Source: an optimization exercise on an open RTL-to-GDS flow (aim: small area and a short achievable clock period). Production flows keep margins and buffers that such runs may drop. In this exercise RTL edits were held to simulation tests only and were not proved equivalent to the original. No driver is modelled on the clock port, so clocking that relies on it looks cheaper here than on a real chip. Power is estimated from default activity; no workload was simulated.

Design gm_packet_hub, start of the top module:
module gm_packet_hub
	(
	input logic system_clk,
	input logic rst_n,
	input logic round_start,
	input logic rx_empty,  
	input logic rx_waiting,
	input logic rx_wren,
	input logic proc_ready,
	input logic proc_ack,
	input logic proc_data_ready,
	input logic proc_done,
	input logic tx_ready,
	input logic [PB_AW-1:0] rx_address,
	input logic [PB_AW-1:0] tx_address,
	input logic [PB_DW-1:0] rx_data,
	input logic [PB_DW-1:0] proc_wdata,
	output logic move_packet,
	output logic send_ship,
	output logic proc_request,
	output logic proc_valid,
	output logic proc_irq,
	output logic [PB_DW-1:0] pb_q,
	output logic [PB_DW-1:0] proc_data,
	output logic [DEST_W-1:0] dest_address,
	output logic [PB_AW-1:0] player_base
	);
For scale: ~17000 cells after synthesis, about 8400 flip-flops, about 160 I/O pins, roughly 0.30 mm^2 of cells after synthesis.
==> flow/config.mk <==
export PLATFORM = sky130hd
export DESIGN_NAME = gm_packet_hub
export DESIGN_NICKNAME = gm_packet_hub
export VERILOG_FILES = /design/flow/design.v
export SDC_FILE = /design/flow/constraint.sdc
export NUM_CORES = 4
export LEC_CHECK = 0
export CAP_MARGIN = 20
export CORE_MARGIN = 2
export CORE_UTILIZATION = 60
export PLACE_DENSITY = 0.68
export SETUP_SLACK_MARGIN = 5
export SLEW_MARGIN = 20
export SYNTH_HIERARCHICAL = 1
export SYNTH_MEMORY_MAX_BITS = 16384
export TNS_END_PERCENT = 50
==> flow/constraint.sdc <==
create_clock -name core_clock -period 11.0 [get_ports {system_clk}]
set_input_delay 2.2000 -clock core_clock [delete_from_list [all_inputs] [get_ports {system_clk}]]
set_output_delay 2.2000 -clock core_clock [all_outputs]
set_load 0.01 [all_outputs]
standard.sh (not shown) runs the stock make flow with config.mk's settings and CLKGATE_MAP_FILE= SYNTH_SCRIPT=/design/flow/synth_recipe.tcl, a recipe that flattens the netlist after the stock synthesis.
==> flow/flow/run.sh <==
#!/bin/bash
# Standard synthesis, then the standard ORFS layout steps with: a larger
# setup repair margin (timing repair keeps working past the 11 ns clock,
# aiming at a period near what the design can reach), resizing not held to
# the same cell footprint, buf_4 as the port buffers, and clock tree sink
# clusters of at most 22 sinks within 60 um with no dummy loads. Each
# step's full output goes to its own log in the work folder.
set -euo pipefail
bash standard.sh synth > synth.log 2>&1
bash standard.sh SETUP_SLACK_MARGIN=6.9 MATCH_CELL_FOOTPRINT=0 \
	"BUFFER_PORTS_ARGS=-buffer_cell sky130_fd_sc_hd__buf_4" \
	"CTS_ARGS=-sink_clustering_enable -repair_clock_nets -sink_clustering_size 22 -sink_clustering_max_diameter 60 -dont_use_dummy_load" \
	finish > layout.log 2>&1
The baseline completed without violations.
Edit:
==> flow/flow/run.sh (replaced) <==
#!/bin/bash
# Standard synthesis, then the standard ORFS layout steps with: a larger
# setup repair margin (timing repair keeps working past the 11 ns clock,
# aiming at a period near what the design can reach), resizing not held to
# the same cell footprint, buf_4 as the port buffers, and one more repair
# pass after CTS and after global routing. Each step's full output goes to
# its own log in the work folder.
set -euo pipefail
F=$(pwd)/flow
bash standard.sh synth > synth.log 2>&1
bash standard.sh SETUP_SLACK_MARGIN=6.9 MATCH_CELL_FOOTPRINT=0 \
	"BUFFER_PORTS_ARGS=-buffer_cell sky130_fd_sc_hd__buf_4" \
	POST_CTS_TCL=$F/post_cts.tcl POST_GLOBAL_ROUTE_TCL=$F/post_grt.tcl \
	finish > layout.log 2>&1
==> flow/flow/post_cts.tcl (new file) <==
# Runs at the end of ORFS's CTS step: more setup repair passes on the
# placement parasitics, then legalize.
log_cmd estimate_parasitics -placement
repair_timing_helper -setup
detailed_placement
check_placement -verbose
log_cmd estimate_parasitics -placement
report_worst_slack -max
==> flow/flow/post_grt.tcl (new file) <==
# Runs at the end of ORFS's global route step: more setup repair passes on
# the global-route parasitics, then legalize, reroute the changed nets and
# write the route guides again for detailed routing.
log_cmd estimate_parasitics -global_routing
repair_timing_helper -setup
log_cmd global_route -start_incremental
log_cmd detailed_placement
log_cmd global_route -end_incremental
check_placement -verbose
log_cmd estimate_parasitics -global_routing
report_worst_slack -max
write_guides $::env(RESULTS_DIR)/route.guide
=> The changed run passed the timing, DRC and antenna checks; clock-buffer cell count climbs by 526; synthesized area is unchanged; hold slack loses 5.5 ps; fmax hardly moves; combinational power barely changes; worst setup slack got worse by 13 ps; die area is unchanged.
Edit:
==> flow/flow/run.sh (replaced) <==
#!/bin/bash
# Standard synthesis, then the standard ORFS layout steps with: a larger
# setup repair margin (timing repair keeps working past the 11 ns clock,
# aiming at a period near what the design can reach), resizing not held to
# the same cell footprint, buf_4 as the port buffers, and clock tree sink
# clusters of at most 22 sinks within 60 um with no dummy loads. Each
# step's full output goes to its own log in the work folder.
set -euo pipefail
bash standard.sh synth > synth.log 2>&1
bash standard.sh SETUP_SLACK_MARGIN=6.8 MATCH_CELL_FOOTPRINT=0 \
	"BUFFER_PORTS_ARGS=-buffer_cell sky130_fd_sc_hd__buf_4" \
	"CTS_ARGS=-sink_clustering_enable -repair_clock_nets -sink_clustering_size 22 -sink_clustering_max_diameter 60 -dont_use_dummy_load" \
	finish > layout.log 2>&1
CORE_UTILIZATION = 55   (was 60)
PLACE_DENSITY = 0.62   (was 0.68)
removed: flow/flow/post_cts.tcl
removed: flow/flow/post_grt.tcl
Result:
- With this change the flow reached the layout checks and failed them: antenna rules
- sequential share of layout area is higher by 3.5 points
- design area goes down by a few percent
- total power falls by roughly a tenth
- cell count decreases by a few percent
Edit:
==> flow/flow/run.sh (replaced) <==
#!/bin/bash
# Standard synthesis, then the standard ORFS layout steps with: a larger
# setup repair margin (timing repair keeps working past the 11 ns clock,
# aiming at a period near what the design can reach), resizing not held to
# the same cell footprint, buf_4 as the port buffers, and one more repair
# pass after CTS and after global routing. Each step's full output goes to
# its own log in the work folder.
set -euo pipefail
F=$(pwd)/flow
bash standard.sh synth > synth.log 2>&1
bash standard.sh SETUP_SLACK_MARGIN=6.9 MATCH_CELL_FOOTPRINT=0 \
	"BUFFER_PORTS_ARGS=-buffer_cell sky130_fd_sc_hd__buf_4" \
	POST_CTS_TCL=$F/post_cts.tcl POST_GLOBAL_ROUTE_TCL=$F/post_grt.tcl \
	finish > layout.log 2>&1
==> flow/flow/post_cts.tcl (new file) <==
# Runs at the end of ORFS's CTS step: more setup repair passes on the
# placement parasitics, then legalize.
log_cmd estimate_parasitics -placement
repair_timing_helper -setup
detailed_placement
check_placement -verbose
log_cmd estimate_parasitics -placement
report_worst_slack -max
==> flow/flow/post_grt.tcl (new file) <==
# Runs at the end of ORFS's global route step: more setup repair passes on
# the global-route parasitics, then legalize, reroute the changed nets and
# write the route guides again for detailed routing.
log_cmd estimate_parasitics -global_routing
repair_timing_helper -setup
log_cmd global_route -start_incremental
log_cmd detailed_placement
log_cmd global_route -end_incremental
check_placement -verbose
log_cmd estimate_parasitics -global_routing
report_worst_slack -max
write_guides $::env(RESULTS_DIR)/route.guide
CORE_UTILIZATION = 60   (was 55)
CTS_CLUSTER_DIAMETER = 50   (was unset)
CTS_CLUSTER_SIZE = 16   (was unset)
PLACE_DENSITY = 0.68   (was 0.62)
The new run completed without violations. Cell count came out higher by about 1.5%. Die area came out lower by about 8%. Worst hold slack gets worse by 11 ps. Clock skew drops by 18 ps. Design area came out higher by 4.1%. Setup slack gets better by 48 ps. Flip-flop and latch count stays the same. Clock power rose by about 30%. Wire length rises by 3.1%. Fmax is higher by 1.1%.
Edit:
==> flow/flow/run.sh (replaced) <==
#!/bin/bash
# Standard synthesis, then the standard ORFS layout steps with: a larger
# setup repair margin (timing repair keeps working past the 11 ns clock,
# aiming at a period near what the design can reach), resizing not held to
# the same cell footprint, buf_4 as the port buffers, and clock tree sink
# clusters of at most 22 sinks within 60 um with no dummy loads. Each
# step's full output goes to its own log in the work folder.
set -euo pipefail
bash standard.sh synth > synth.log 2>&1
bash standard.sh SETUP_SLACK_MARGIN=6.75 MATCH_CELL_FOOTPRINT=0 \
	"BUFFER_PORTS_ARGS=-buffer_cell sky130_fd_sc_hd__buf_4" \
	"CTS_ARGS=-sink_clustering_enable -repair_clock_nets -sink_clustering_size 22 -sink_clustering_max_diameter 60 -dont_use_dummy_load" \
	finish > layout.log 2>&1
CTS_CLUSTER_DIAMETER = unset   (was 50)
CTS_CLUSTER_SIZE = unset   (was 16)
removed: flow/flow/post_cts.tcl
removed: flow/flow/post_grt.tcl
- The new run ran to the end with no violations
- clock power falls by about 24%
- worst hold slack improved by 3.9 ps
- routed wire length falls by about 4%
- global-route usage falls by 0.79 points
- power falls by 9.7%

-- afterwards: timing with drivers on the ports --
How much do the figures lean on ideal ports? The routed layouts below were timed once more, with nothing changed but the port constraints.
Step 1 (the two cells are an assumption about what drives the block):
set clk [get_ports {system_clk}]
set_driving_cell -lib_cell sky130_fd_sc_hd__clkbuf_16 $clk
set_driving_cell -lib_cell sky130_fd_sc_hd__buf_2 [delete_from_list [all_inputs] $clk]
Step 2 also shifts input and output timing later by t, the mid clock arrival at the registers, as if the neighbouring blocks saw the same clock.
a / b / c = ideal ports / drivers / drivers and shift; a / b = the first two.
run	t, ns	setup WS [ns]	cell pins on the clock port's net
the first run	1.194	6.535 / 6.511 / 5.425	1
the second run	1.275	6.522 / 6.489 / 5.336	1
the third run	1.200	6.464 / 6.470 / 5.352	1
the fourth run	1.244	6.513 / 6.496 / 5.359	1
the fifth run	1.193	6.495 / 6.503 / 5.399	1
For the second run, which loses most, drivers alone change the setup slack by -0.033 ns; drivers and shift together by -1.186 ns.
